Context: an optimization exercise on an open-source flow, tuned for small area. The choices shown serve that exercise and are no tape-out recipe.
Only simulation tests tie the RTL to the original design; equivalence was not proved.
Power and IR drop assume default switching activity.

===== flow/resyn.py =====
#!/usr/bin/env python3
"""Re-map the simple gates of a mapped sky130 netlist with ABC, keeping full adders,
half adders, flip-flops, tie cells and buffers as they are.
usage: resyn.py IN.v OUT.v LIBERTY ABC_SCRIPT WORKDIR [dont_use cells...]"""
import re, subprocess, sys, os
inp, out, lib, script, wd = sys.argv[1:6]
dont = sys.argv[6:]
here = os.path.dirname(os.path.abspath(__file__))
text = open(inp).read()
types = sorted(set(re.findall(r'^\s*(sky130_fd_sc_hd__\w+)\s+\S+\s*\(', text, re.M)))
keep = re.compile(r'sky130_fd_sc_hd__(fa|ha|df|edf|sdf|conb|buf|clkbuf|dlx|dlygate|clkdly|sdlclk)')
soft = [t for t in types if not keep.match(t)]
os.makedirs(wd, exist_ok=True)
fmap = os.path.join(wd, 'cellfuncs.v')
subprocess.run([sys.executable, os.path.join(here, 'libfuncs.py'), lib, fmap] + soft, check=True)
constr = os.path.join(wd, 'abc.constr')
open(constr, 'w').write("set_driving_cell sky130_fd_sc_hd__buf_1\nset_load 5\n")
du = ' '.join(f'-dont_use {c}' for c in dont)
ys = f"""
read_liberty -lib {lib}
read_verilog {inp}
hierarchy -top video_frontend
techmap -map {fmap}
techmap
opt -fast
abc -script {script} -liberty {lib} {du} -constr {constr} -D 7000
opt_clean -purge
hilomap -singleton -hicell sky130_fd_sc_hd__conb_1 HI -locell sky130_fd_sc_hd__conb_1 LO
splitnets
opt_clean -purge
write_verilog -noattr -nohex -nodec {out}
"""
open(os.path.join(wd, 'resyn.ys'), 'w').write(ys)
r = subprocess.run(['yosys', '-q', '-l', os.path.join(wd, 'resyn.log'), '-s', os.path.join(wd, 'resyn.ys')],
                   stdout=subprocess.DEVNULL, stderr=subprocess.STDOUT)
sys.exit(r.returncode)

===== standard.sh =====
#!/bin/bash
# synth_recipe.tcl (not shown) runs the flow's synth.tcl, then flattens the netlist and writes it again
# the make line also repeats each setting of config.mk as NAME=value (left out here)
make -C /OpenROAD-flow-scripts/flow DESIGN_CONFIG=/design/flow/config.mk WORK_HOME=/design/flow/orfs CLKGATE_MAP_FILE= SYNTH_SCRIPT=/design/flow/synth_recipe.tcl "${@:-finish}"

===== flow/run.sh =====
#!/bin/bash
# Layout flow: the standard ORFS flow with these changes
#  1. after the standard synthesis, flow/flipfa.py removes inverters around full-adder
#     cells (a full adder is self-dual, so complemented inputs give complemented outputs),
#     then flow/resyn.py re-maps the plain gates with the same ABC script, keeping the
#     adders and all flip-flops (registers and their names are untouched)
#  2. the port buffers use the smallest buffer cell
#  3. clock tree synthesis arguments from flow/cts_args (if present)
set -euo pipefail
export BUFFER_PORTS_ARGS="-buffer_cell sky130_fd_sc_hd__buf_1"
if [[ -f flow/cts_args ]]; then
  export CTS_ARGS="$(cat flow/cts_args)"
fi
R=orfs/results/$FLOW_PLATFORM/video_frontend/base
LG=orfs/logs/$FLOW_PLATFORM/video_frontend/base
bash standard.sh synth > synth.log 2>&1
cp $R/1_2_yosys.v $R/1_2_yosys_std.v
python3 flow/flipfa.py $R/1_2_yosys_std.v $R/1_2_yosys_flip.v > flipfa.log 2>&1
LIB=$(ls $FLOW_HOME/platforms/$FLOW_PLATFORM/lib/sky130_fd_sc_hd__tt_025C_1v80.lib)
SCRIPT=$(grep -o "abc -script [^ ]*" $LG/1_2_yosys.log | head -1 | awk '{print $3}')
DU=$(grep -o "\-dont_use [A-Za-z0-9_]*" $LG/1_2_yosys.log | awk '{print $2}' | sort -u | tr '\n' ' ')
if python3 flow/resyn.py $R/1_2_yosys_flip.v $R/1_2_yosys.v $LIB $SCRIPT resyn_work $DU > resyn.log 2>&1; then
  echo "resyn ok" >> resyn.log
else
  echo "resyn failed, using flipped netlist" >> resyn.log
  cp $R/1_2_yosys_flip.v $R/1_2_yosys.v
fi
rm -f $R/1_synth.odb $R/1_synth.sdc
bash standard.sh > layout.log 2>&1

===== constraint.sdc =====
create_clock -name core_clock -period 7.0 [get_ports {PCLK_i}]
set_input_delay 1.4000 -clock core_clock [delete_from_list [all_inputs] [get_ports {PCLK_i}]]
set_output_delay 1.4000 -clock core_clock [all_outputs]
set_load 0.01 [all_outputs]

===== design.v =====
`timescale 1ns/10ps
`default_nettype none
module sync_regen (
    input  wire        PCLK_i,
    input  wire        rst_i,
    input  wire        hs_i,
    input  wire        vs_i,
    input  wire        hs_pol_i,
    input  wire        vs_pol_i,
    input  wire [63:0] timing_cfg_i,
    output wire [25:0] sync_o
);
    wire [7:0]  cfg_h_synclen   = timing_cfg_i[63:56];
    wire [8:0]  cfg_h_backporch = timing_cfg_i[55:47];
    wire [11:0] cfg_h_active    = timing_cfg_i[46:35];
    wire [3:0]  cfg_v_synclen   = timing_cfg_i[34:31];
    wire [8:0]  cfg_v_backporch = timing_cfg_i[30:22];
    wire [10:0] cfg_v_active    = timing_cfg_i[21:11];
    wire [10:0] cfg_v_sof_line  = timing_cfg_i[10:0];
    reg         hs_act_q, vs_act_q, line_pend;
    reg  [11:0] h_cnt;
    reg  [10:0] v_cnt;
    reg         hsync_q, vsync_q, de_q, sof_q;
    reg  [10:0] xpos_q, ypos_q;
    wire hs_act = hs_i ~^ hs_pol_i;
    wire vs_act = vs_i ~^ vs_pol_i;
    wire h_edge = hs_act_q & ~hs_act;
    wire v_edge = vs_act_q & ~vs_act;
    function [12:0] rsub;    
        input [12:0] a;
        input [12:0] b;
        integer k;
        reg br;
        begin
            br = 1'b0;
            for (k = 0; k < 13; k = k + 1) begin
                rsub[k] = a[k] ^ b[k] ^ br;
                br = (~a[k] & b[k]) | (~(a[k] ^ b[k]) & br);
            end
        end
    endfunction
    function [12:0] radd;    
        input [12:0] a;
        input [12:0] b;
        integer k;
        reg cy;
        begin
            cy = 1'b0;
            for (k = 0; k < 13; k = k + 1) begin
                radd[k] = a[k] ^ b[k] ^ cy;
                cy = (a[k] & b[k]) | ((a[k] ^ b[k]) & cy);
            end
        end
    endfunction
    wire [12:0] h_start = radd({5'd0, cfg_h_synclen}, {4'd0, cfg_h_backporch});
    wire [12:0] v_start = radd({9'd0, cfg_v_synclen}, {4'd0, cfg_v_backporch});
    wire [12:0] x_d = rsub({1'b0, h_cnt}, h_start);
    wire [12:0] y_full = rsub({2'b0, v_cnt}, v_start);
    wire [11:0] y_d = {y_full[12], y_full[10:0]};
    function lt_maj;
        input [11:0] a;
        input [11:0] b;
        integer k;
        reg br;
        begin
            br = 1'b0;
            for (k = 0; k < 12; k = k + 1) begin
                br = (~a[k] & b[k]) | (~a[k] & br) | (b[k] & br);
            end
            lt_maj = br;
        end
    endfunction
    wire h_in = ~x_d[12] & lt_maj(x_d[11:0], cfg_h_active);
    wire v_in = ~y_d[11] & lt_maj({1'b0, y_d[10:0]}, {1'b0, cfg_v_active});
    genvar gi;
    wire [12:0] hc;
    wire [11:0] vc;
    wire [11:0] h_inc;
    wire [10:0] v_inc;
    assign hc[0] = 1'b1;
    assign vc[0] = 1'b1;
    generate
        for (gi = 0; gi < 12; gi = gi + 1) begin : g_hi
            assign h_inc[gi] = h_cnt[gi] ^ hc[gi];
            assign hc[gi+1]  = h_cnt[gi] & hc[gi];
        end
        for (gi = 0; gi < 11; gi = gi + 1) begin : g_vi
            assign v_inc[gi] = v_cnt[gi] ^ vc[gi];
            assign vc[gi+1]  = v_cnt[gi] & vc[gi];
        end
    endgenerate
    wire [10:0] v_next = line_pend ? 11'd1 : v_inc;
    always @(posedge PCLK_i) begin
        if (rst_i) begin
            hs_act_q  <= 1'b0;
            vs_act_q  <= 1'b0;
            h_cnt     <= 12'd0;
            v_cnt     <= 11'd0;
            line_pend <= 1'b0;
            hsync_q   <= 1'b0;
            vsync_q   <= 1'b0;
            de_q      <= 1'b0;
            sof_q     <= 1'b0;
        end else begin
            hs_act_q <= hs_act;
            vs_act_q <= vs_act;
            de_q     <= h_in & v_in;
            if (h_edge) begin
                h_cnt   <= 12'd0;
                hsync_q <= 1'b0;
                v_cnt   <= v_next;
                sof_q   <= (v_next == cfg_v_sof_line);
                if (line_pend) begin
                    vsync_q <= 1'b0;
                end else if (v_inc == {7'd0, cfg_v_synclen}) begin
                    vsync_q <= 1'b1;
                end
            end else begin
                h_cnt <= h_inc;
                if (h_inc == {4'd0, cfg_h_synclen}) begin
                    hsync_q <= 1'b1;
                end
            end
            if (v_edge) begin
                line_pend <= 1'b1;
            end else if (h_edge) begin
                line_pend <= 1'b0;
            end
        end
    end
    always @(posedge PCLK_i) begin
        xpos_q <= x_d[10:0];
        ypos_q <= y_d[10:0];
    end
    reg [3:0]  c1_q, c2_q, c3_q, c4_q;
    reg [21:0] p1_q, p2_q, p3_q, p4_q;
    always @(posedge PCLK_i) begin
        if (rst_i) begin
            c1_q <= 4'd0;
            c2_q <= 4'd0;
            c3_q <= 4'd0;
            c4_q <= 4'd0;
        end else begin
            c1_q <= {hsync_q, vsync_q, de_q, sof_q};
            c2_q <= c1_q;
            c3_q <= c2_q;
            c4_q <= c3_q;
        end
        p1_q <= {xpos_q, ypos_q};
        p2_q <= p1_q;
        p3_q <= p2_q;
        p4_q <= p3_q;
    end
    assign sync_o = {c4_q[3:1], p4_q, c4_q[0]};
endmodule
`default_nettype wire
`timescale 1ns/10ps
`default_nettype none
module csc_ycbcr_rgb (
    input  wire        PCLK_i,
    input  wire        rst_i,
    input  wire        csc_en_i,
    input  wire        csc_mode_i,
    input  wire [23:0] video_i,
    output reg  [23:0] video_o
);
    reg  [23:0] d1_q, d2_q, d3_q, d4_q;
    reg         mode_q;
    wire [9:0]  r_s, g_s, b_s;
    wire [9:0] lc;
    reg  [9:0] lc_q;
    csc_lowc u_lowc (
        .p  (d3_q),
        .m  (mode_q),
        .lc (lc)
    );
    csc_conv u_conv (
        .p   (d4_q),
        .m   (mode_q),
        .lc  (lc_q),
        .r_s (r_s),
        .g_s (g_s),
        .b_s (b_s)
    );
    function [7:0] clamp8;
        input [9:0] s;
        begin
            clamp8 = s[9] ? 8'd0 : s[8] ? 8'd255 : s[7:0];
        end
    endfunction
    always @(posedge PCLK_i) begin
        d1_q   <= video_i;
        d2_q   <= d1_q;
        d3_q   <= d2_q;
        d4_q   <= d3_q;
        mode_q <= csc_mode_i;
        lc_q   <= lc;
        if (rst_i) begin
            video_o <= 24'd0;
        end else if (csc_en_i) begin
            video_o <= {clamp8(r_s), clamp8(g_s), clamp8(b_s)};
        end else begin
            video_o <= d4_q;
        end
    end
endmodule
module csc_lowc (
    input  wire [23:0] p,
    input  wire        m,
    output wire [9:0]  lc
);
    wire t0 = p[16] & ~m;
    wire t1 = p[17] & ~m;
    wire t2 = p[18] & ~m;
    wire t3 = p[19] & m;
    wire t4 = p[19] & ~m;
    wire t5 = p[19] ^ m;
    wire t6 = p[20] ^ m;
    wire t7 = p[20] & ~m;
    wire t8 = p[21] ^ m;
    wire t9 = p[21] & ~m;
    wire t10 = p[22] & ~m;
    wire t11 = p[22] & m;
    wire t12 = p[22] ^ m;
    wire t13 = p[23] ^ m;
    wire t14 = p[23] & ~m;
    wire t15 = p[23] & m;
    wire t16 = ~m;
    wire t17 = p[20] ^ p[21];
    wire t18 = t17 ^ t16;
    wire t19 = (p[20] & p[21]) | (t17 & t16);
    wire t20 = t13 & ~t18;
    wire t21 = ~t19;
    wire t22 = p[16] ^ t3;
    wire t23 = t22 ^ t21;
    wire t24 = (p[16] & t3) | (t22 & t21);
    wire t25 = t23 & ~t20;
    wire t26 = ~t6;
    wire t27 = p[17] ^ t26;
    wire t28 = t27 ^ t14;
    wire t29 = (p[17] & t26) | (t27 & t14);
    wire t30 = t28 ^ t20;
    wire t31 = t30 ^ t24;
    wire t32 = (t28 & t20) | (t30 & t24);
    wire t33 = t31 & ~t25;
    wire t34 = ~p[18];
    wire t35 = t34 ^ t0;
    wire t36 = t35 ^ t8;
    wire t37 = (t34 & t0) | (t35 & t8);
    wire t38 = ~t36;
    wire t39 = t29 ^ t38;
    wire t40 = t39 ^ t25;
    wire t41 = (t29 & t38) | (t39 & t25);
    wire t42 = (t32 & t33) | (t32 & t40) | (t33 & t40);
    wire t43 = t1 ^ t4;
    wire t44 = t43 ^ t10;
    wire t45 = (t1 & t4) | (t43 & t10);
    wire t46 = ~t41;
    wire t47 = t44 ^ t37;
    wire t48 = t47 ^ t46;
    wire t49 = (t44 & t37) | (t47 & t46);
    wire t50 = t42 | t48;
    wire t51 = t2 ^ t5;
    wire t52 = t51 ^ t7;
    wire t53 = (t2 & t5) | (t51 & t7);
    wire t54 = p[16] ^ m;
    wire t55 = t54 ^ t11;
    wire t56 = (p[16] & m) | (t54 & t11);
    wire t57 = t14 ^ t45;
    wire t58 = t57 ^ t52;
    wire t59 = (t14 & t45) | (t57 & t52);
    wire t60 = ~t58;
    wire t61 = t55 ^ t60;
    wire t62 = t61 ^ t42;
    wire t63 = (t55 & t60) | (t61 & t42);
    wire t64 = ~t62;
    wire t65 = (t49 & t50) | (t49 & t64) | (t50 & t64);
    wire t66 = ~t56;
    wire t67 = t53 ^ t66;
    wire t68 = t67 ^ t59;
    wire t69 = (t53 & t66) | (t67 & t59);
    wire t70 = ~t63;
    wire t71 = t68 ^ t70;
    wire t72 = t71 ^ t65;
    wire t73 = (t68 & t70) | (t71 & t65);
    wire t74 = t69 | t73;
    wire t75 = t69 ^ t73;
    wire t76 = p[0] ^ m;
    wire t77 = p[1] & m;
    wire t78 = p[1] & ~m;
    wire t79 = p[2] ^ m;
    wire t80 = p[3] & ~m;
    wire t81 = p[3] ^ m;
    wire t82 = p[4] & ~m;
    wire t83 = p[4] ^ m;
    wire t84 = p[5] & m;
    wire t85 = p[5] & ~m;
    wire t86 = p[5] ^ m;
    wire t87 = p[6] & m;
    wire t88 = p[6] & ~m;
    wire t89 = p[6] ^ m;
    wire t90 = p[7] & m;
    wire t91 = p[7] & ~m;
    wire t92 = p[7] ^ m;
    wire t93 = ~p[7];
    wire t94 = p[4] ^ t93;
    wire t95 = t94 ^ m;
    wire t96 = (p[4] & t93) | (t94 & m);
    wire t97 = ~t79;
    wire t98 = t97 ^ t84;
    wire t99 = t98 ^ t87;
    wire t100 = (t97 & t84) | (t98 & t87);
    wire t101 = t95 & t99;
    wire t102 = ~t76;
    wire t103 = m ^ t102;
    wire t104 = t103 ^ t96;
    wire t105 = (m & t102) | (t103 & t96);
    wire t106 = (t100 & t101) | (t100 & t104) | (t101 & t104);
    wire t107 = ~t77;
    wire t108 = m ^ t107;
    wire t109 = t108 ^ t90;
    wire t110 = (m & t107) | (t108 & t90);
    wire t111 = (t109 & t105) | (t109 & t106) | (t105 & t106);
    wire t112 = p[0] ^ p[1];
    wire t113 = t112 ^ t79;
    wire t114 = (p[0] & p[1]) | (t112 & t79);
    wire t115 = ~t110;
    wire t116 = t80 ^ t113;
    wire t117 = t116 ^ t115;
    wire t118 = (t80 & t113) | (t116 & t115);
    wire t119 = t117 | t111;
    wire t120 = t78 ^ t81;
    wire t121 = t120 ^ t82;
    wire t122 = (t78 & t81) | (t120 & t82);
    wire t123 = ~m;
    wire t124 = t123 ^ t114;
    wire t125 = t124 ^ t121;
    wire t126 = (t123 & t114) | (t124 & t121);
    wire t127 = ~t111;
    wire t128 = t118 ^ t125;
    wire t129 = t128 ^ t127;
    wire t130 = (t118 & t125) | (t128 & t127);
    wire t131 = t119 | t129;
    wire t132 = t122 ^ t126;
    wire t133 = t132 ^ t130;
    wire t134 = (t122 & t126) | (t132 & t130);
    wire t135 = t131 | t133;
    wire t136 = t131 ^ t133;
    wire t137 = t134 | t135;
    wire t138 = t134 ^ t135;
    wire t139 = m & ~p[22];
    wire t140 = p[18] & ~t139;
    wire t141 = p[16] ^ p[17];
    wire t142 = t141 ^ p[19];
    wire t143 = (p[16] & p[17]) | (t141 & p[19]);
    wire t144 = ~m;
    wire t145 = p[20] ^ p[21];
    wire t146 = t145 ^ t144;
    wire t147 = (p[20] & p[21]) | (t145 & t144);
    wire t148 = ~t13;
    wire t149 = t12 ^ t148;
    wire t150 = t149 ^ t139;
    wire t151 = (t12 & t148) | (t149 & t139);
    wire t152 = t140 ^ t142;
    wire t153 = t152 ^ t146;
    wire t154 = (t140 & t142) | (t152 & t146);
    wire t155 = t150 & t153;
    wire t156 = ~m;
    wire t157 = p[18] ^ t156;
    wire t158 = t157 ^ t9;
    wire t159 = (p[18] & t156) | (t157 & t9);
    wire t160 = t143 ^ t147;
    wire t161 = t160 ^ t158;
    wire t162 = (t143 & t147) | (t160 & t158);
    wire t163 = t151 ^ t154;
    wire t164 = t163 ^ t161;
    wire t165 = (t151 & t154) | (t163 & t161);
    wire t166 = t155 & t164;
    wire t167 = p[19] ^ p[22];
    wire t168 = t167 ^ p[23];
    wire t169 = (p[19] & p[22]) | (t167 & p[23]);
    wire t170 = ~t0;
    wire t171 = t170 ^ t168;
    wire t172 = t171 ^ t159;
    wire t173 = (t170 & t168) | (t171 & t159);
    wire t174 = t162 ^ t172;
    wire t175 = t174 ^ t165;
    wire t176 = (t162 & t172) | (t174 & t165);
    wire t177 = t175 & ~t166;
    wire t178 = ~p[20];
    wire t179 = p[16] ^ t178;
    wire t180 = t179 ^ m;
    wire t181 = (p[16] & t178) | (t179 & m);
    wire t182 = ~t1;
    wire t183 = t182 ^ t14;
    wire t184 = t183 ^ t169;
    wire t185 = (t182 & t14) | (t183 & t169);
    wire t186 = ~t180;
    wire t187 = t186 ^ t184;
    wire t188 = t187 ^ t173;
    wire t189 = (t186 & t184) | (t187 & t173);
    wire t190 = t188 ^ t166;
    wire t191 = t190 ^ t176;
    wire t192 = (t188 & t166) | (t190 & t176);
    wire t193 = t177 & t191;
    wire t194 = ~t181;
    wire t195 = t194 ^ t185;
    wire t196 = t195 ^ t189;
    wire t197 = (t194 & t185) | (t195 & t189);
    wire t198 = t196 ^ t192;
    wire t199 = t198 ^ t193;
    wire t200 = (t196 & t192) | (t198 & t193);
    wire t201 = t197 & t200;
    wire t202 = t197 ^ t200;
    wire t203 = p[0] & m;
    wire t204 = p[2] & m;
    wire t205 = p[3] & m;
    wire t206 = p[4] & m;
    wire t207 = (p[0] & m) | (p[0] & t91) | (m & t91);
    wire t208 = ~t81;
    wire t209 = p[5] ^ t208;
    wire t210 = t209 ^ t87;
    wire t211 = (p[5] & t208) | (t209 & t87);
    wire t212 = t207 | t210;
    wire t213 = ~t88;
    wire t214 = p[1] ^ t83;
    wire t215 = t214 ^ t213;
    wire t216 = (p[1] & t83) | (t214 & t213);
    wire t217 = ~t211;
    wire t218 = (t217 & t215) | (t217 & t212) | (t215 & t212);
    wire t219 = p[2] ^ t203;
    wire t220 = t219 ^ t77;
    wire t221 = (p[2] & t203) | (t219 & t77);
    wire t222 = t81 ^ t84;
    wire t223 = t222 ^ t220;
    wire t224 = (t81 & t84) | (t222 & t220);
    wire t225 = ~t212;
    wire t226 = t216 ^ t225;
    wire t227 = t226 ^ t223;
    wire t228 = (t216 & t225) | (t226 & t223);
    wire t229 = t227 & ~t218;
    wire t230 = p[0] ^ m;
    wire t231 = t230 ^ t86;
    wire t232 = (p[0] & m) | (t230 & t86);
    wire t233 = t204 ^ t83;
    wire t234 = t233 ^ t87;
    wire t235 = (t204 & t83) | (t233 & t87);
    wire t236 = ~t231;
    wire t237 = t221 ^ t236;
    wire t238 = t237 ^ t234;
    wire t239 = (t221 & t236) | (t237 & t234);
    wire t240 = t224 ^ t238;
    wire t241 = t240 ^ t218;
    wire t242 = (t224 & t238) | (t240 & t218);
    wire t243 = (t228 & t241) | (t228 & t229) | (t241 & t229);
    wire t244 = ~t90;
    wire t245 = p[1] ^ t89;
    wire t246 = t245 ^ t244;
    wire t247 = (p[1] & t89) | (t245 & t244);
    wire t248 = ~t235;
    wire t249 = t232 ^ t248;
    wire t250 = t249 ^ t246;
    wire t251 = (t232 & t248) | (t249 & t246);
    wire t252 = ~t250;
    wire t253 = t239 ^ t252;
    wire t254 = t253 ^ t242;
    wire t255 = (t239 & t252) | (t253 & t242);
    wire t256 = t243 & t254;
    wire t257 = ~t255;
    wire t258 = t247 ^ t251;
    wire t259 = t258 ^ t257;
    wire t260 = (t247 & t251) | (t258 & t257);
    wire t261 = t256 & ~t259;
    wire t262 = t256 ^ t259;
    wire t263 = t261 & ~t260;
    wire t264 = t261 ^ t260;
    assign lc = {t264, t262, t201, t202, t199, t138, t136, t74, t75, t72};
endmodule
module csc_conv (
    input  wire [23:0] p,
    input  wire        m,
    input  wire [9:0]  lc,
    output wire [9:0]  r_s,
    output wire [9:0]  g_s,
    output wire [9:0]  b_s
);
    wire t0 = p[20] ^ m;
    wire t1 = p[21] & ~m;
    wire t2 = p[21] ^ m;
    wire t3 = p[22] & ~m;
    wire t4 = p[22] ^ m;
    wire t5 = p[23] & m;
    wire t6 = p[23] & ~m;
    wire t7 = p[23] ^ m;
    wire t8 = p[8] ^ p[16];
    wire t9 = t8 ^ p[17];
    wire t10 = (p[8] & p[16]) | (t8 & p[17]);
    wire t11 = ~t5;
    wire t12 = lc[0] ^ t1;
    wire t13 = t12 ^ t11;
    wire t14 = (lc[0] & t1) | (t12 & t11);
    wire t15 = ~t13;
    wire t16 = t0 ^ t9;
    wire t17 = t16 ^ t15;
    wire t18 = (t0 & t9) | (t16 & t15);
    wire t19 = p[9] ^ p[17];
    wire t20 = t19 ^ p[18];
    wire t21 = (p[9] & p[17]) | (t19 & p[18]);
    wire t22 = m ^ t2;
    wire t23 = t22 ^ t3;
    wire t24 = (m & t2) | (t22 & t3);
    wire t25 = lc[1] ^ t10;
    wire t26 = t25 ^ t20;
    wire t27 = (lc[1] & t10) | (t25 & t20);
    wire t28 = t0 ^ t23;
    wire t29 = t28 ^ t14;
    wire t30 = (t0 & t23) | (t28 & t14);
    wire t31 = ~t29;
    wire t32 = t26 ^ t31;
    wire t33 = t32 ^ t18;
    wire t34 = (t26 & t31) | (t32 & t18);
    wire t35 = p[10] ^ p[18];
    wire t36 = t35 ^ p[19];
    wire t37 = (p[10] & p[18]) | (t35 & p[19]);
    wire t38 = lc[2] ^ t4;
    wire t39 = t38 ^ t6;
    wire t40 = (lc[2] & t4) | (t38 & t6);
    wire t41 = m ^ t21;
    wire t42 = t41 ^ t36;
    wire t43 = (m & t21) | (t41 & t36);
    wire t44 = ~t27;
    wire t45 = t24 ^ t39;
    wire t46 = t45 ^ t44;
    wire t47 = (t24 & t39) | (t45 & t44);
    wire t48 = ~t42;
    wire t49 = t48 ^ t30;
    wire t50 = t49 ^ t46;
    wire t51 = (t48 & t30) | (t49 & t46);
    wire t52 = t34 & ~t50;
    wire t53 = t34 ^ t50;
    wire t54 = p[11] ^ p[19];
    wire t55 = t54 ^ p[20];
    wire t56 = (p[11] & p[19]) | (t54 & p[20]);
    wire t57 = m ^ t37;
    wire t58 = t57 ^ t55;
    wire t59 = (m & t37) | (t57 & t55);
    wire t60 = ~t43;
    wire t61 = t7 ^ t40;
    wire t62 = t61 ^ t60;
    wire t63 = (t7 & t40) | (t61 & t60);
    wire t64 = ~t58;
    wire t65 = t64 ^ t47;
    wire t66 = t65 ^ t62;
    wire t67 = (t64 & t47) | (t65 & t62);
    wire t68 = ~t52;
    wire t69 = t51 ^ t66;
    wire t70 = t69 ^ t68;
    wire t71 = (t51 & t66) | (t69 & t68);
    wire t72 = p[12] ^ p[20];
    wire t73 = t72 ^ p[21];
    wire t74 = (p[12] & p[20]) | (t72 & p[21]);
    wire t75 = ~m;
    wire t76 = t75 ^ t56;
    wire t77 = t76 ^ t73;
    wire t78 = (t75 & t56) | (t76 & t73);
    wire t79 = ~t63;
    wire t80 = t59 ^ t77;
    wire t81 = t80 ^ t79;
    wire t82 = (t59 & t77) | (t80 & t79);
    wire t83 = ~t81;
    wire t84 = t83 ^ t67;
    wire t85 = t84 ^ t71;
    wire t86 = (t83 & t67) | (t84 & t71);
    wire t87 = p[13] ^ p[21];
    wire t88 = t87 ^ p[22];
    wire t89 = (p[13] & p[21]) | (t87 & p[22]);
    wire t90 = t74 ^ t88;
    wire t91 = t90 ^ t78;
    wire t92 = (t74 & t88) | (t90 & t78);
    wire t93 = t91 ^ t82;
    wire t94 = t93 ^ t86;
    wire t95 = (t91 & t82) | (t93 & t86);
    wire t96 = p[14] ^ p[22];
    wire t97 = t96 ^ p[23];
    wire t98 = (p[14] & p[22]) | (t96 & p[23]);
    wire t99 = t89 ^ t97;
    wire t100 = t99 ^ t92;
    wire t101 = (t89 & t97) | (t99 & t92);
    wire t102 = ~t86;
    wire t103 = t100 ^ t102;
    wire t104 = t103 ^ t95;
    wire t105 = (t100 & t102) | (t103 & t95);
    wire t106 = p[15] ^ p[23];
    wire t107 = t106 ^ t98;
    wire t108 = (p[15] & p[23]) | (t106 & t98);
    wire t109 = t107 ^ t101;
    wire t110 = t109 ^ t105;
    wire t111 = (t107 & t101) | (t109 & t105);
    wire t112 = t108 & ~t111;
    wire t113 = t108 ^ t111;
    wire t114 = t111 & ~t112;
    wire t115 = t111 ^ t112;
    wire t116 = p[4] ^ m;
    wire t117 = p[5] & ~m;
    wire t118 = p[5] ^ m;
    wire t119 = p[6] & ~m;
    wire t120 = p[6] ^ m;
    wire t121 = p[7] & ~m;
    wire t122 = p[7] ^ m;
    wire t123 = p[18] & ~m;
    wire t124 = p[19] & ~m;
    wire t125 = p[20] & ~m;
    wire t126 = p[8] ^ lc[3];
    wire t127 = t126 ^ p[21];
    wire t128 = (p[8] & lc[3]) | (t126 & p[21]);
    wire t129 = ~lc[5];
    wire t130 = p[2] ^ p[17];
    wire t131 = t130 ^ t129;
    wire t132 = (p[2] & p[17]) | (t130 & t129);
    wire t133 = ~t116;
    wire t134 = t117 ^ t123;
    wire t135 = t134 ^ t133;
    wire t136 = (t117 & t123) | (t134 & t133);
    wire t137 = ~t127;
    wire t138 = t137 ^ t131;
    wire t139 = t138 ^ t135;
    wire t140 = (t137 & t131) | (t138 & t135);
    wire t141 = p[9] ^ lc[4];
    wire t142 = t141 ^ p[22];
    wire t143 = (p[9] & lc[4]) | (t141 & p[22]);
    wire t144 = ~lc[6];
    wire t145 = p[3] ^ p[18];
    wire t146 = t145 ^ t144;
    wire t147 = (p[3] & p[18]) | (t145 & t144);
    wire t148 = t118 ^ t119;
    wire t149 = t148 ^ t124;
    wire t150 = (t118 & t119) | (t148 & t124);
    wire t151 = t116 ^ t132;
    wire t152 = t151 ^ t146;
    wire t153 = (t116 & t132) | (t151 & t146);
    wire t154 = ~t149;
    wire t155 = t128 ^ t142;
    wire t156 = t155 ^ t154;
    wire t157 = (t128 & t142) | (t155 & t154);
    wire t158 = t136 ^ t152;
    wire t159 = t158 ^ t140;
    wire t160 = (t136 & t152) | (t158 & t140);
    wire t161 = t156 & ~t159;
    wire t162 = t156 ^ t159;
    wire t163 = p[10] ^ p[23];
    wire t164 = t163 ^ lc[7];
    wire t165 = (p[10] & p[23]) | (t163 & lc[7]);
    wire t166 = ~m;
    wire t167 = p[4] ^ p[19];
    wire t168 = t167 ^ t166;
    wire t169 = (p[4] & p[19]) | (t167 & t166);
    wire t170 = t120 ^ t121;
    wire t171 = t170 ^ t125;
    wire t172 = (t120 & t121) | (t170 & t125);
    wire t173 = ~t147;
    wire t174 = t143 ^ t164;
    wire t175 = t174 ^ t173;
    wire t176 = (t143 & t164) | (t174 & t173);
    wire t177 = t168 ^ t150;
    wire t178 = t177 ^ t171;
    wire t179 = (t168 & t150) | (t177 & t171);
    wire t180 = ~t175;
    wire t181 = t153 ^ t180;
    wire t182 = t181 ^ t178;
    wire t183 = (t153 & t180) | (t181 & t178);
    wire t184 = ~t157;
    wire t185 = t184 ^ t160;
    wire t186 = t185 ^ t182;
    wire t187 = (t184 & t160) | (t185 & t182);
    wire t188 = t161 & ~t186;
    wire t189 = t161 ^ t186;
    wire t190 = ~p[11];
    wire t191 = t190 ^ p[5];
    wire t192 = t191 ^ p[20];
    wire t193 = (t190 & p[5]) | (t191 & p[20]);
    wire t194 = ~m;
    wire t195 = t194 ^ t122;
    wire t196 = t195 ^ t1;
    wire t197 = (t194 & t122) | (t195 & t1);
    wire t198 = t169 ^ t192;
    wire t199 = t198 ^ t172;
    wire t200 = (t169 & t192) | (t198 & t172);
    wire t201 = ~t196;
    wire t202 = t165 ^ t201;
    wire t203 = t202 ^ t176;
    wire t204 = (t165 & t201) | (t202 & t176);
    wire t205 = ~t203;
    wire t206 = t179 ^ t199;
    wire t207 = t206 ^ t205;
    wire t208 = (t179 & t199) | (t206 & t205);
    wire t209 = t183 ^ t207;
    wire t210 = t209 ^ t187;
    wire t211 = (t183 & t207) | (t209 & t187);
    wire t212 = t188 & ~t210;
    wire t213 = t188 ^ t210;
    wire t214 = p[6] ^ p[21];
    wire t215 = t214 ^ m;
    wire t216 = (p[6] & p[21]) | (t214 & m);
    wire t217 = t3 ^ t215;
    wire t218 = t217 ^ t193;
    wire t219 = (t3 & t215) | (t217 & t193);
    wire t220 = t197 ^ t218;
    wire t221 = t220 ^ t200;
    wire t222 = (t197 & t218) | (t220 & t200);
    wire t223 = ~t221;
    wire t224 = p[12] ^ t204;
    wire t225 = t224 ^ t223;
    wire t226 = (p[12] & t204) | (t224 & t223);
    wire t227 = ~t225;
    wire t228 = t208 ^ t227;
    wire t229 = t228 ^ t211;
    wire t230 = (t208 & t227) | (t228 & t211);
    wire t231 = t212 & ~t229;
    wire t232 = t212 ^ t229;
    wire t233 = p[7] ^ p[22];
    wire t234 = t233 ^ m;
    wire t235 = (p[7] & p[22]) | (t233 & m);
    wire t236 = t6 ^ t216;
    wire t237 = t236 ^ t234;
    wire t238 = (t6 & t216) | (t236 & t234);
    wire t239 = ~p[13];
    wire t240 = t239 ^ t219;
    wire t241 = t240 ^ t237;
    wire t242 = (t239 & t219) | (t240 & t237);
    wire t243 = ~t226;
    wire t244 = t222 ^ t241;
    wire t245 = t244 ^ t243;
    wire t246 = (t222 & t241) | (t244 & t243);
    wire t247 = ~t231;
    wire t248 = t245 ^ t230;
    wire t249 = t248 ^ t247;
    wire t250 = (t245 & t230) | (t248 & t247);
    wire t251 = ~p[14];
    wire t252 = t251 ^ p[23];
    wire t253 = t252 ^ t235;
    wire t254 = (t251 & p[23]) | (t252 & t235);
    wire t255 = t238 ^ t253;
    wire t256 = t255 ^ t242;
    wire t257 = (t238 & t253) | (t255 & t242);
    wire t258 = ~t250;
    wire t259 = t256 ^ t246;
    wire t260 = t259 ^ t258;
    wire t261 = (t256 & t246) | (t259 & t258);
    wire t262 = ~p[15];
    wire t263 = t262 ^ t254;
    wire t264 = t263 ^ t257;
    wire t265 = (t262 & t254) | (t263 & t257);
    wire t266 = t264 ^ t250;
    wire t267 = t266 ^ t261;
    wire t268 = (t264 & t250) | (t266 & t261);
    wire t269 = t268 & ~t265;
    wire t270 = t268 ^ t265;
    wire t271 = t268 | t269;
    wire t272 = t268 ^ t269;
    wire t273 = p[3] & m;
    wire t274 = p[4] & m;
    wire t275 = p[2] ^ p[5];
    wire t276 = t275 ^ lc[8];
    wire t277 = (p[2] & p[5]) | (t275 & lc[8]);
    wire t278 = p[8] ^ m;
    wire t279 = t278 ^ t273;
    wire t280 = (p[8] & m) | (t278 & t273);
    wire t281 = ~t279;
    wire t282 = t122 ^ t276;
    wire t283 = t282 ^ t281;
    wire t284 = (t122 & t276) | (t282 & t281);
    wire t285 = p[3] ^ p[6];
    wire t286 = t285 ^ lc[9];
    wire t287 = (p[3] & p[6]) | (t285 & lc[9]);
    wire t288 = ~m;
    wire t289 = p[9] ^ p[0];
    wire t290 = t289 ^ t288;
    wire t291 = (p[9] & p[0]) | (t289 & t288);
    wire t292 = t117 ^ t277;
    wire t293 = t292 ^ t286;
    wire t294 = (t117 & t277) | (t292 & t286);
    wire t295 = t274 ^ t290;
    wire t296 = t295 ^ t280;
    wire t297 = (t274 & t290) | (t295 & t280);
    wire t298 = ~t296;
    wire t299 = t293 ^ t298;
    wire t300 = t299 ^ t284;
    wire t301 = (t293 & t298) | (t299 & t284);
    wire t302 = p[4] ^ p[5];
    wire t303 = t302 ^ p[7];
    wire t304 = (p[4] & p[5]) | (t302 & p[7]);
    wire t305 = ~t119;
    wire t306 = p[10] ^ p[1];
    wire t307 = t306 ^ t305;
    wire t308 = (p[10] & p[1]) | (t306 & t305);
    wire t309 = ~t291;
    wire t310 = t287 ^ t303;
    wire t311 = t310 ^ t309;
    wire t312 = (t287 & t303) | (t310 & t309);
    wire t313 = ~t294;
    wire t314 = t307 ^ t313;
    wire t315 = t314 ^ t297;
    wire t316 = (t307 & t313) | (t314 & t297);
    wire t317 = ~t315;
    wire t318 = t311 ^ t317;
    wire t319 = t318 ^ t301;
    wire t320 = (t311 & t317) | (t318 & t301);
    wire t321 = p[11] ^ p[2];
    wire t322 = t321 ^ m;
    wire t323 = (p[11] & p[2]) | (t321 & m);
    wire t324 = p[6] ^ t121;
    wire t325 = t324 ^ t304;
    wire t326 = (p[6] & t121) | (t324 & t304);
    wire t327 = ~t325;
    wire t328 = t322 ^ t308;
    wire t329 = t328 ^ t327;
    wire t330 = (t322 & t308) | (t328 & t327);
    wire t331 = ~t312;
    wire t332 = t331 ^ t329;
    wire t333 = t332 ^ t316;
    wire t334 = (t331 & t329) | (t332 & t316);
    wire t335 = t333 & ~t320;
    wire t336 = t333 ^ t320;
    wire t337 = p[12] ^ p[3];
    wire t338 = t337 ^ m;
    wire t339 = (p[12] & p[3]) | (t337 & m);
    wire t340 = ~p[7];
    wire t341 = t340 ^ t323;
    wire t342 = t341 ^ t338;
    wire t343 = (t340 & t323) | (t341 & t338);
    wire t344 = ~t326;
    wire t345 = t344 ^ t342;
    wire t346 = t345 ^ t330;
    wire t347 = (t344 & t342) | (t345 & t330);
    wire t348 = t346 ^ t334;
    wire t349 = t348 ^ t335;
    wire t350 = (t346 & t334) | (t348 & t335);
    wire t351 = ~m;
    wire t352 = p[13] ^ p[4];
    wire t353 = t352 ^ t351;
    wire t354 = (p[13] & p[4]) | (t352 & t351);
    wire t355 = t339 ^ t353;
    wire t356 = t355 ^ t343;
    wire t357 = (t339 & t353) | (t355 & t343);
    wire t358 = t356 ^ t347;
    wire t359 = t358 ^ t350;
    wire t360 = (t356 & t347) | (t358 & t350);
    wire t361 = p[14] ^ p[5];
    wire t362 = t361 ^ t354;
    wire t363 = (p[14] & p[5]) | (t361 & t354);
    wire t364 = ~t360;
    wire t365 = t362 ^ t357;
    wire t366 = t365 ^ t364;
    wire t367 = (t362 & t357) | (t365 & t364);
    wire t368 = p[15] ^ p[6];
    wire t369 = t368 ^ t363;
    wire t370 = (p[15] & p[6]) | (t368 & t363);
    wire t371 = ~t367;
    wire t372 = t369 ^ t360;
    wire t373 = t372 ^ t371;
    wire t374 = (t369 & t360) | (t372 & t371);
    wire t375 = p[7] ^ t370;
    wire t376 = t375 ^ t367;
    wire t377 = (p[7] & t370) | (t375 & t367);
    wire t378 = t376 & t374;
    wire t379 = t376 ^ t374;
    wire t380 = t377 & ~t378;
    wire t381 = t377 ^ t378;
    assign r_s = {~t115, ~t113, t110, t104, t94, ~t85, ~t70, ~t53, t33, t17};
    assign g_s = {t272, ~t270, ~t267, ~t260, ~t249, ~t232, ~t213, ~t189, ~t162, ~t139};
    assign b_s = {~t381, t379, t373, t366, t359, t349, ~t336, ~t319, ~t300, ~t283};
endmodule
`default_nettype wire
`timescale 1ns/10ps
`default_nettype none
module video_frontend (
    input  wire        PCLK_i,
    input  wire        rst_i,
    input  wire [23:0] video_i,
    input  wire        hs_i,
    input  wire        vs_i,
    input  wire        hs_pol_i,
    input  wire        vs_pol_i,
    input  wire [63:0] timing_cfg_i,
    input  wire        csc_en_i,
    input  wire        csc_mode_i,
    output wire [23:0] video_o,
    output wire [25:0] sync_o
);
    sync_regen u_sync_regen (
        .PCLK_i       (PCLK_i),
        .rst_i        (rst_i),
        .hs_i         (hs_i),
        .vs_i         (vs_i),
        .hs_pol_i     (hs_pol_i),
        .vs_pol_i     (vs_pol_i),
        .timing_cfg_i (timing_cfg_i),
        .sync_o       (sync_o)
    );
    csc_ycbcr_rgb u_csc (
        .PCLK_i     (PCLK_i),
        .rst_i      (rst_i),
        .csc_en_i   (csc_en_i),
        .csc_mode_i (csc_mode_i),
        .video_i    (video_i),
        .video_o    (video_o)
    );
endmodule
`default_nettype wire

===== flow/cts_args =====
-sink_clustering_enable -repair_clock_nets -buf_list {sky130_fd_sc_hd__clkbuf_4 sky130_fd_sc_hd__clkbuf_8} -sink_clustering_size 16 -sink_clustering_max_diameter 50 -dont_use_dummy_load

===== flow/flipfa.py =====
#!/usr/bin/env python3
"""Remove inverters around full-adder cells in a Yosys-written sky130 netlist.

A full adder is self-dual: FA(~a,~b,~c) = (~sum, ~carry).  Each fa cell may be
"flipped" (fed complemented inputs, its outputs then carry complemented values);
this script chooses the flips that minimise the number of inverters, removes all
inverters and rebuilds one inverter per signal that still needs its complement.
usage: flipfa.py IN.v OUT.v
"""
import re, sys, random

INV = re.compile(r'^sky130_fd_sc_hd__(inv|clkinv)_\d+$')
FA = re.compile(r'^sky130_fd_sc_hd__fa_\d+$')
OUTPINS = {'X', 'Y', 'Q', 'Q_N', 'SUM', 'COUT', 'HI', 'LO'}

def esc(net):
    return net + ' ' if net.startswith('\\') else net

def parse(text):
    # split into header (up to first cell), cells, trailer (assigns, endmodule)
    cells = []
    pat = re.compile(r'\n(\s*)(sky130_fd_sc_hd__\w+)\s+(\S+)\s*\((.*?)\);', re.S)
    pos = 0; pieces = []
    for m in pat.finditer(text):
        pieces.append(text[pos:m.start()])
        pins = []
        for pm in re.finditer(r'\.(\w+)\s*\(\s*(.*?)\s*\)\s*(?:,|$)', m.group(4).strip(), re.S):
            pins.append([pm.group(1), pm.group(2)])
        cells.append({'type': m.group(2), 'name': m.group(3), 'pins': pins, 'idx': len(pieces)})
        pieces.append(None)
        pos = m.end()
    pieces.append(text[pos:])
    return pieces, cells

def main(inp, out):
    text = open(inp).read()
    pieces, cells = parse(text)
    ports = set()
    for m in re.finditer(r'^\s*(input|output|inout)\s+(\[[^\]]*\]\s*)?(\S+?)\s*;', text, re.M):
        ports.add(m.group(3))
    def is_port(net):
        base = net.split('[')[0].strip()
        return base in ports or net in ports
    # also nets used in assign statements are kept untouched
    assign_nets = set()
    for m in re.finditer(r'^\s*assign\s+(.*?);', pieces[-1] + ''.join(p for p in pieces if p), re.M | re.S):
        for t in re.findall(r'(\\\S+|[A-Za-z_][\w$]*(?:\s*\[\d+\])?)', m.group(1)):
            assign_nets.add(t.strip())
    inv_of = {}      # inverter output net -> input net
    inv_cells = []
    for c in cells:
        if INV.match(c['type']):
            d = dict(c['pins'])
            a, y = d['A'], d['Y']
            if is_port(y) or y in assign_nets or a.startswith("1'"):
                continue
            inv_of[y] = a; inv_cells.append(c)
    removed = {c['name'] for c in inv_cells}
    def root(net):
        p = 0
        while net in inv_of:
            net = inv_of[net]; p ^= 1
        return net, p
    fa_cells = [c for c in cells if FA.match(c['type'])]
    fa_out = {}      # net -> fa index (driver)
    for i, c in enumerate(fa_cells):
        for pn, net in c['pins']:
            if pn in ('SUM', 'COUT'):
                fa_out[net] = i
    # consumer pins: (cell, pin index, signal root, polarity, fa index or None)
    uses = []
    for c in cells:
        if c['name'] in removed:
            continue
        fi = fa_cells.index(c) if FA.match(c['type']) else None
        for k, (pn, net) in enumerate(c['pins']):
            if pn in OUTPINS:
                continue
            r, p = root(net)
            uses.append((c, k, r, p, fi))
    # nets referenced by kept inverters / ports / assigns that are inverter outputs must survive
    keep_nets = set()
    for net in list(inv_of):
        if is_port(net) or net in assign_nets:
            keep_nets.add(net)
    nfa = len(fa_cells)
    flip = [0] * nfa
    by_sig = {}
    for u in uses:
        by_sig.setdefault(u[2], []).append(u)
    fa_sigs = [[] for _ in range(nfa)]
    for s, us in by_sig.items():
        if s in fa_out:
            fa_sigs[fa_out[s]].append(s)
        for u in us:
            if u[4] is not None:
                fa_sigs[u[4]].append(s)
    def need_inv(s):
        fs = flip[fa_out[s]] if s in fa_out else 0
        for (_, _, _, p, fi) in by_sig[s]:
            fc = flip[fi] if fi is not None else 0
            if p ^ fc ^ fs:
                return 1
        return 0
    def cost_of(sigs):
        return sum(need_inv(s) for s in set(sigs))
    total = sum(need_inv(s) for s in by_sig)
    start = total
    import math
    random.seed(1)
    best_total = total; best_flip = flip[:]
    T = 2.0
    steps = int(__import__("os").environ.get("FLIP_STEPS", "3000")) * max(nfa, 1)
    for step in range(steps):
        i = random.randrange(nfa) if nfa else 0
        if not nfa:
            break
        sig = set(fa_sigs[i])
        before = cost_of(sig)
        flip[i] ^= 1
        after = cost_of(sig)
        d = after - before
        if d <= 0 or random.random() < math.exp(-d / T):
            total += d
            if total < best_total:
                best_total = total; best_flip = flip[:]
        else:
            flip[i] ^= 1
        T = max(0.02, 2.0 * (1 - step / steps))
    flip[:] = best_flip; total = best_total
    improved = True
    while improved:
        improved = False
        for i in range(nfa):
            sig = set(fa_sigs[i])
            before = cost_of(sig)
            flip[i] ^= 1
            after = cost_of(sig)
            if after < before:
                total += after - before; improved = True
            else:
                flip[i] ^= 1
    # rebuild: assign physical nets
    newinv = {}
    lines_new = []
    cnt = [0]
    def inv_net(s):
        if s not in newinv:
            cnt[0] += 1
            n = f"_flipinv_{cnt[0]}_"
            newinv[s] = n
            lines_new.append(f"  sky130_fd_sc_hd__inv_1 _flipinvc_{cnt[0]}_ (\n    .A({esc(s)}),\n    .Y({n})\n  );")
        return newinv[s]
    for (c, k, s, p, fi) in uses:
        fs = flip[fa_out[s]] if s in fa_out else 0
        fc = flip[fi] if fi is not None else 0
        c['pins'][k][1] = inv_net(s) if (p ^ fc ^ fs) else s
    # a flipped FA's outputs keep their net names but now carry complemented values:
    # every use was rewritten above with that in mind.
    # rename the outputs of flipped adders (they now carry complemented values)
    ren = {}
    for i, c in enumerate(fa_cells):
        if flip[i]:
            for pn, net in c['pins']:
                if pn in ('SUM', 'COUT'):
                    ren[net] = (net + '_fl') if net.startswith('\\') else ('\\' + net + '_fl' if '[' in net else net + '_fl')
    for i, c in enumerate(fa_cells):
        if flip[i]:
            c['name'] = (c['name'] + '_fl ') if c['name'].startswith('\\') else c['name'].rstrip('_') + '_fl_'
    for c in cells:
        for pin in c['pins']:
            if pin[1] in ren:
                pin[1] = ren[pin[1]]
    lines_new = [re.sub(r'\.A\((.*?) ?\),', lambda m: '.A(' + esc(ren.get(m.group(1), m.group(1))) + '),', l) for l in lines_new]
    newdecl = list(set(ren.values()))
    # emit
    outp = []
    for pc in pieces:
        if pc is not None:
            outp.append(pc)
    res = []
    ci = {c['idx']: c for c in cells}
    for i, pc in enumerate(pieces):
        if pc is not None:
            res.append(pc)
        else:
            c = ci[i]
            if c['name'] in removed:
                continue
            pins = ",\n".join(f"    .{pn}({esc(net)})" for pn, net in c['pins'])
            res.append(f"\n  {c['type']} {c['name']} (\n{pins}\n  );")
    body = ''.join(res)
    # declare new wires and add new cells before endmodule
    decl = ''.join(f"  wire {n};\n" for n in newinv.values()) + ''.join(f"  wire {esc(n)};\n" for n in newdecl)
    k = body.rfind('endmodule')
    body = body[:k] + decl + "\n".join(lines_new) + "\n" + body[k:]
    open(out, 'w').write(body)
    sys.stderr.write(f"flipfa: {len(inv_cells)} inverters removed, {len(newinv)} added, "
                     f"{sum(flip)} of {nfa} full adders flipped (model {start} -> {total})\n")

if __name__ == '__main__':
    main(sys.argv[1], sys.argv[2])

===== flow/libfuncs.py =====
#!/usr/bin/env python3
"""Write a Yosys techmap file giving the boolean function of each single-output
combinational sky130 cell named on the command line (read from the liberty file)."""
import re, sys
lib = open(sys.argv[1]).read()
cells = set(sys.argv[3:])
out = []
parts = re.split(r'\n\s*cell\s*\(\s*"?(\w+)"?\s*\)', lib)
for i in range(1, len(parts), 2):
    name, body = parts[i], parts[i + 1]
    if name not in cells:
        continue
    pins = re.findall(r'pin\s*\(\s*"?(\w+)"?\s*\)\s*\{(.*?)\n\s*\}', body, re.S)
    ins, outs = [], []
    for pn, pb in pins:
        d = re.search(r'direction\s*:\s*"?(\w+)"?', pb)
        if not d:
            continue
        if d.group(1) == 'input':
            ins.append(pn)
        elif d.group(1) == 'output':
            f = re.search(r'function\s*:\s*"([^"]*)"', pb)
            outs.append((pn, f.group(1) if f else None))
    if len(outs) != 1 or outs[0][1] is None:
        continue
    o, f = outs[0]
    e = f.replace('!', '~').replace('*', '&').replace('+', '|')
    e = re.sub(r'\)\s*\(', ') & (', e)
    e = re.sub(r'(\w)\s+(\w)', r'\1 & \2', e)
    e = re.sub(r'(\w)\s+(\w)', r'\1 & \2', e)
    e = re.sub(r'(\w)\s*\(', r'\1 & (', e)
    e = re.sub(r'\)\s*(\w)', r') & \1', e)
    out.append(f"module {name} ({', '.join(ins + [o])});\n" +
               ''.join(f"  input {x};\n" for x in ins) + f"  output {o};\n  assign {o} = {e};\nendmodule\n")
open(sys.argv[2], 'w').write('\n'.join(out))

===== config.mk =====
export PLATFORM = sky130hd
export DESIGN_NAME = video_frontend
export DESIGN_NICKNAME = video_frontend
export VERILOG_FILES = /design/flow/design.v
export SDC_FILE = /design/flow/constraint.sdc
export NUM_CORES = 4
export LEC_CHECK = 0
export ABC_AREA = 1
export CAP_MARGIN = 20
export CORE_MARGIN = 2
export CORE_UTILIZATION = 80
export SLEW_MARGIN = 20

==> results of run 1 <==
==> through the flow <==
step	util	TNS, ns	std cells	cell area (um2)	total power (W)
global route	0.889	0	1419	13600	0.00499
global placement	0.866	0	1393	13200	0.00360
finish	0.889	0	1419	13600	0.00461
CTS	0.889	0	1419	13600	0.00463
floorplan	-	0	1058	12500	0.00324
detailed placement	0.866	-0.102	1393	13200	0.00380
==> critical path: cells and delay by family <==
family                   cells  cell delay [ns]
AND/OR/NAND/NOR              2             0.29
AO/OA/AOI/OAI                1             0.49
adder cells (fa/ha/maj)     13             4.64
buffers and inverters        4             0.33
==> power breakdown <==
part / total (W) / internal (W) / switching (W)
clock: 0.000822 / 0.000330 / 0.000491
sequential: 0.00201 / 0.00191 / 0.0000999
combinational: 0.00177 / 0.000748 / 0.00103
==> worst max-delay path by stage <==
stage	from	end	slack (ns)	cells past startpoint
after floorplan	timing_cfg_i[47]	u_sync_regen.de_q	0.51	19
after global placement	timing_cfg_i[56]	u_sync_regen.de_q	0.19	20
after detailed placement	timing_cfg_i[56]	u_sync_regen.de_q	-0.10	20
after CTS	timing_cfg_i[56]	u_sync_regen.de_q	0.38	20
after global routing	timing_cfg_i[56]	u_sync_regen.de_q	0.09	20
final	timing_cfg_i[56]	u_sync_regen.de_q	0.37	20
==> layout make-up <==
type	instances	area share
multi-input cells	564	0.438
flip-flops and latches	287	0.423
inverters	183	0.0507
clock buffers	26	0.0264
well taps	211	0.0195
repair buffers	148	0.0419
==> state kept, by name (all words and copies together), names as in the netlist, 10 cells and up <==
signal and flops:
u_csc.lc_q 10, u_csc.d1_q 24, u_csc.d3_q 24, u_sync_regen.p4_q 22, u_csc.video_o 24, u_sync_regen.h_cnt 12
u_sync_regen.p1_q 22, u_sync_regen.v_cnt 11, u_sync_regen.ypos_q 11, u_sync_regen.p2_q 22, u_sync_regen.xpos_q 11, u_sync_regen.p3_q 22
u_csc.d4_q 24, u_csc.d2_q 24
==> layout by cell type (no fill, tap or decap), drive strengths merged, types with 3 or more instances in the layout <==
cell    count
ha         72
a21oi      40
nor3        5
nand3      13
nor2       45
nor4        4
nand4       5
fa        172
inv       182
o22ai       4
nand2     108
clkbuf     27
dfxtp     287
or2         3
xnor2      15
o21ai      55
a22oi       3
buf       147
xor2       12
==> routing by layer <==
metal | global-route usage | part of all wire | up-vias
li1 | - | - | 3510
met1 | 0.408 | 0.37 | 3829
met2 | 0.590 | 0.52 | 363
met3 | 0.0657 | 0.071 | 91
met4 | 0.131 | 0.037 | 0
met5 | 0 | 0 | -
==> results by group, run 1 <==
Detailed routing
  • Drt first pass iters: 6
  • DR vias/cell: around 5.5
  • Routed wire length per instance: approximately 18 um
  • Antenna-violating nets left: 0
  • DRT iter0 DRCs: about 540
  • # DRC: 0
  • Total number of vias: ~7800
  • Routed WL: 25900 um

Global route
  • Initial antenna violation count: 0
  • First-pass GRT wire length: approximately 42000 um
  • Grt ovf: 0
  • Largest net degree at the start of global routing: between 40 and 50
  • Gr usage total: 0.334
  • Number of global-route vias before repair: between 8000 and 9000

Layout
  • Layout cell share with drive strength beyond 1: 0.0364
  • Register area: ~5700 um2
  • Layout net count: ~1600
  • Fillers: ~670
  • Antenna diode count: 0
  • Multi-input gate area: roughly 5900 um2
  • Area Growth Syn to Fin: 8.56%

Clock tree
  • CTS sink count: about 290
  • CTS max path bufs: 3
  • Post-CTS Hold Buffers: 0
  • CTS tree: yes
  • Post-CTS Setup Inserts: 0
  • Post_cts resized: 0
  • Root Buffer Master: clkbuf_8
  • Clock transition at path regs: about 0.10 ns
  • H-tree depth: 1
  • Worst skew pair latency: around 0.57 ns
  • CTS Buf Count: 26

Place
  • GP Congestion: between 0.9 and 1
  • Port bufs: 145
  • Pre-CTS setup slack: -0.102 ns
  • Hpwl dp: 19700 um

Setup path
  • CP max stage delay: roughly 0.53 ns
  • Slowest stage cell on the critical path: fa_1
  • Crit path kind: input pin to flop
  • Top cell by count, worst path: fa_1
  • Flop-to-flop setup slack: 0.83 ns
  • Startpoint types: input pin
  • CP endpoint kind: flop
  • Reg2Reg Depth: 18
  • WP data required: between 7 and 8 ns
  • Cells along the critical path: buf_1 -> ha_1 -> fa_1 -> fa_1 -> fa_1 -> fa_1 -> inv_1 -> fa_1 -> fa_1 -> fa_1 -> fa_1 -> fa_1 -> inv_1 -> fa_1 -> ha_1 -> ha_1 -> inv_1 -> a2111oi_0 -> nand3_1 -> nor2_1
  • Worst path arrival time: 7.14 ns
  • Worst Path Max Fanout: 2
  • Worst reg2reg endpoint: u_csc.video_o[13]
  • Worst R2R Start: u_csc.mode_q

Timing
  • Setup WS post-layout: about 0.37 ns
  • RSZ-0062 raised after global routing: false
  • Post-route clock period utilization: 0.946
  • Max Fclk: approximately 150 MHz
  • Final Skew: slightly below 0.09 ns
  • Max Transition Viols Final: 0
  • Max_slew headroom: 0.578
  • Tmin final: between 6 and 7 ns
  • # setup viols final: 0
  • Slew at the pin closest to its max-slew limit: 0.634 ns
  • Hold Vio Cnt, Final: 0
  • Hold_ws: 0.292 ns

Power and ir drop
  • Pleak: 6.01 nW
  • Worst VDD drop: between 200 and 300 uV
  • Power Density: roughly 340 nW/um2

Floorplanning
  • Row count: 45
  • Core Box Area: between 15000 and 20000 um2
  • Full die area: ~17000 um2
  • Horiz. Die Dim: between 100 and 150 um
  • Starting density of the core: 0.819
  • Ports: between 100 and 150
  • Die height: approximately 130 um

Logic synthesis
  • Post-Synthesis Cells: around 1100
  • Syn nets: around 1400
  • Yosys warning count: 2
  • Syn_area_per_cell: about 12 um2
  • Synthesized cell area: roughly 12000 um2

Run status
  • Status: no timing/DRC/antenna violations

Min path
  • Hold depth: 0
  • Hold Startpoint: u_csc.d1_q[4]
  • Hold Crit Endpoint: u_csc.d2_q[4]
  • Hold crit path type: flop to flop

Flow run
  • Max-cap violations: 0
==> inputs of run 2 (changes only) <==
--- a/config.mk
+++ b/config.mk
@@ -10,3 +10,3 @@
 export CORE_MARGIN = 2
-export CORE_UTILIZATION = 80
+export CORE_UTILIZATION = 65
 export SLEW_MARGIN = 20
==> run 2 against run 1 <==
Effect of this change: still clean; count of clock-buffer cells in the layout is 1 higher; non-clock buffer count is the same; combinational power fell by 6%; synthesized cell count is the same; power down 2.7%; clock skew shrank 0.035 ns.
==> results by group, run 2 <==
Run status
  • Status: no timing/DRC/antenna violations (unchanged)

Global route
  • Grt ovf: 0 (unchanged)
  • Initial antenna violation count: 0 (unchanged)
  • Gr usage total: 0.228 (was 0.334)
  • Number of global-route vias before repair: 7717 (was 8633)
  • Largest net degree at the start of global routing: 46 (unchanged)
  • First-pass GRT wire length: 36200 um (was 42100 um)

Setup path
  • Worst path arrival time: 6.94 ns (was 7.14 ns)
  • Worst Path Buf+Inv: 4 (unchanged)
  • CP max stage delay: 0.49 ns (was 0.53 ns)
  • Worst R2R Start: u_csc.mode_q (unchanged)
  • Crit path kind: input pin to flop (unchanged)
  • CP endpoint kind: flop (unchanged)
  • Top cell by count, worst path: fa_1 (unchanged)
  • Worst Path Max Fanout: 2 (unchanged)
  • Family with the most delay on the worst path: adder cells (unchanged)
  • Startpoint types: input pin (unchanged)
  • Cells along the critical path: buf_1 -> ha_1 -> fa_1 -> fa_1 -> fa_1 -> inv_1 -> fa_1 -> fa_1 -> fa_1 -> fa_1 -> fa_1 -> fa_1 -> inv_1 -> fa_1 -> ha_1 -> ha_1 -> inv_1 -> a2111oi_0 -> nand3_1 -> nor2_1 (was buf_1 -> ha_1 -> fa_1 -> fa_1 -> fa_1 -> fa_1 -> inv_1 -> fa_1 -> fa_1 -> fa_1 -> fa_1 -> fa_1 -> inv_1 -> fa_1 -> ha_1 -> ha_1 -> inv_1 -> a2111oi_0 -> nand3_1 -> nor2_1)
  • WP data required: 7.51 ns (about the same)
  • Reg2Reg Depth: 18 (unchanged)
  • Slowest stage cell on the critical path: fa_1 (unchanged)
  • Worst setup path start: timing_cfg_i[56] (unchanged)
  • Stages on worst setup path: 20 (unchanged)

Detailed routing
  • Routed WL: 21400 um (was 25900 um)
  • Routed wire length per instance: 14.9 um (was 18.3 um)
  • Drt first pass iters: 4 (was 6)
  • DR WL met2: 10100 um (was 13400 um)
  • Top Layer Used: met4 (unchanged)
  • # DRC: 0 (unchanged)
  • Total number of vias: 7177 (was 7793)
  • Antenna-violating nets left: 0 (unchanged)
  • M1 WL: 9550 um (was 9670 um)
  • DRT iter0 DRCs: 358 (was 542)
  • Met3 wire len: 1420 um (was 1840 um)
  • DR vias/cell: 4.97 (was 5.49)

Logic synthesis
  • Post-Synthesis Cells: 1058 (unchanged)
  • Syn_area_per_cell: 11.8 um2 (unchanged)
  • Synthesized cell area: 12500 um2 (unchanged)
  • Yosys warning count: 2 (unchanged)
  • Syn nets: 1398 (unchanged)

Clock tree
  • Clock transition at path regs: 0.09 ns (was 0.10 ns)
  • CTS sink count: 287 (unchanged)
  • CTS tree: yes (unchanged)
  • CTS max path bufs: 3 (unchanged)
  • Worst skew pair latency: 0.56 ns (was 0.57 ns)
  • H-tree depth: 1 (unchanged)
  • Root Buffer Master: clkbuf_8 (unchanged)
  • Post-CTS Setup Inserts: 0 (unchanged)
  • Post_cts resized: 0 (unchanged)
  • Post-CTS Hold Buffers: 0 (unchanged)
  • CTS Buf Count: 27 (was 26)

Layout
  • Area Growth Syn to Fin: 8.90% (was 8.56%)
  • Most frequent cells in the layout: dfxtp_1, inv_1, fa_1 (unchanged)
  • Layout cell share with drive strength beyond 1: 0.0372 (was 0.0364)
  • Layout net count: 1551 (was 1550)
  • Non-Filler Instances: 1443 (was 1419)
  • Commonest non-fill, non-tap cell in the layout: dfxtp_1 (unchanged)
  • Antenna diode count: 0 (unchanged)

Floorplanning
  • Starting density of the core: 0.666 (was 0.819)
  • Die height: 143 um (was 129 um)
  • Row count: 50 (was 45)
  • Full die area: 20400 um2 (was 16600 um2)
  • Horiz. Die Dim: 143 um (was 129 um)
  • Core Box Area: 18800 um2 (was 15300 um2)
  • Ports: 146 (unchanged)

Place
  • GP Congestion: 0.865 (was 0.905)
  • Port bufs: 145 (unchanged)
  • Pre-CTS setup slack: -0.0287 ns (was -0.102 ns)
  • Hpwl dp: 17100 um (was 19700 um)
  • DP Cell Count: 1416 (was 1393)

Timing
  • Hold_ws: 0.308 ns (was 0.292 ns)
  • Setup TNS: 0 ns (unchanged)
  • Slew at the pin closest to its max-slew limit: 0.644 ns (was 0.634 ns)
  • Tmin final: 6.44 ns (was 6.63 ns)
  • Hold Vio Cnt, Final: 0 (unchanged)
  • Max Transition Viols Final: 0 (unchanged)
  • Post-route clock period utilization: 0.919 (was 0.946)
  • Final Skew: 0.0521 ns (was 0.0872 ns)
  • Max Fclk: 155 MHz (was 151 MHz)
  • Max_slew headroom: 0.570 (was 0.578)
  • RSZ-0062 raised after global routing: false (unchanged)
  • # setup viols final: 0 (unchanged)
  • Setup WS post-layout: 0.564 ns (was 0.375 ns)

Power and ir drop
  • Power Density: 329 nW/um2 (was 339 nW/um2)
  • Switching Fraction: 0.337 (was 0.351)
  • Part of the power in registers: 0.447 (was 0.436)
  • Clk pwr share: 0.183 (was 0.178)
  • Net Switching: 0.00151 W (was 0.00162 W)
  • Worst VDD drop: 221 uV (was 270 uV)
  • Gate power share: 0.370 (was 0.385)
  • Pleak: 6.02 nW (was 6.01 nW)
  • Internal cell power: 0.00297 W (was 0.00299 W)

Flow run
  • Max-cap violations: 0 (unchanged)

Min path
  • Hold Startpoint: u_sync_regen.xpos_q[4] (was u_csc.d1_q[4])
  • Hold depth: 0 (unchanged)
  • Hold crit path type: flop to flop (unchanged)
-- run 2: layout make-up --
| class | instances | area [um2] |
|---|---|---|
| clock buffers | 27 | 372 |
| inverters | 183 | 688 |
| fillers | 1402 | 5160 |
| well taps | 234 | 293 |
| repair buffers | 148 | 568 |
| multi-input cells | 564 | 5950 |
| flip-flops and latches | 287 | 5750 |
-- run 2: routing by layer --
| metal | GRT usage | up-vias |
|---|---|---|
| met2 | 0.384 | 187 |
| met4 | 0.0459 | 0 |
| li1 | - | 3515 |
| met5 | 0 | - |
| met3 | 0.0533 | 29 |
| met1 | 0.306 | 3446 |
-- run 2: path summary, 6_finish.rpt --
check / to / slack [ns]
hold / removal: u_sync_regen.p1_q[15] / 0.31
setup reg to reg: u_csc.video_o[12] / 1.07
setup / recovery: u_sync_regen.de_q / 0.56
hold reg to reg: u_sync_regen.p1_q[15] / 0.31
-- run 2: per-stage QoR --
step                 util  area (um2)  power, W
global route        0.725       13600   0.00493
CTS                 0.725       13600   0.00456
detailed placement  0.705       13200   0.00372
finish              0.725       13600   0.00448
global placement    0.705       13200   0.00364
floorplan               -       12500   0.00324
-- run 2: worst reg2reg max path, cell delays in order (launching register included) --
cell and delay, ns:
dfxtp_1 0.35, buf_4 0.39, ha_1 0.35, fa_1 0.50
fa_1 0.39, fa_1 0.40, fa_1 0.43, fa_1 0.39
fa_1 0.50, ha_1 0.17, fa_1 0.23, inv_1 0.08
fa_1 0.43, fa_1 0.36, inv_1 0.06, ha_1 0.22
inv_1 0.18, o21ai_0 0.13, a21oi_1 0.25
-- run 2: power by group through the flow --
| stage | clock, W | sequential, W | combinational [W] |
|---|---|---|---|
| floorplan | 0 | 0.00206 | 0.00119 |
| global route | 0.000919 | 0.00204 | 0.00198 |
| finish | 0.000820 | 0.00201 | 0.00166 |
| detailed placement | 0 | 0.00204 | 0.00168 |
| global placement | 0 | 0.00203 | 0.00160 |
| CTS | 0.000856 | 0.00201 | 0.00169 |

-- separate check: timing with driven ports --
The results above use ideal ports. As a check the final layouts listed here were re-extracted and re-timed, cells and wires unchanged. Step 1 sets driving cells, clkbuf_16 on the clock port and buf_2 on the other inputs (assumed; they add their load-dependent delay and slew). Step 2 adds t to the input delays and takes it off the output delays; t is the mean of the earliest and latest rising clock arrival at the registers after step 1. Input paths then give back, and output paths get back, about the clock's delay inside the block. Three values: ideal, step 1, step 2; two values: the first two.
run	t (ns)	setup WS [ns]	worst setup path after step 2
run 1	0.563	0.375 / 0.394 / -0.169	input to register
run 2	0.567	0.564 / 0.586 / 0.020	input to register
With both steps, setup timing fails in run 1, where it was met with ideal ports.
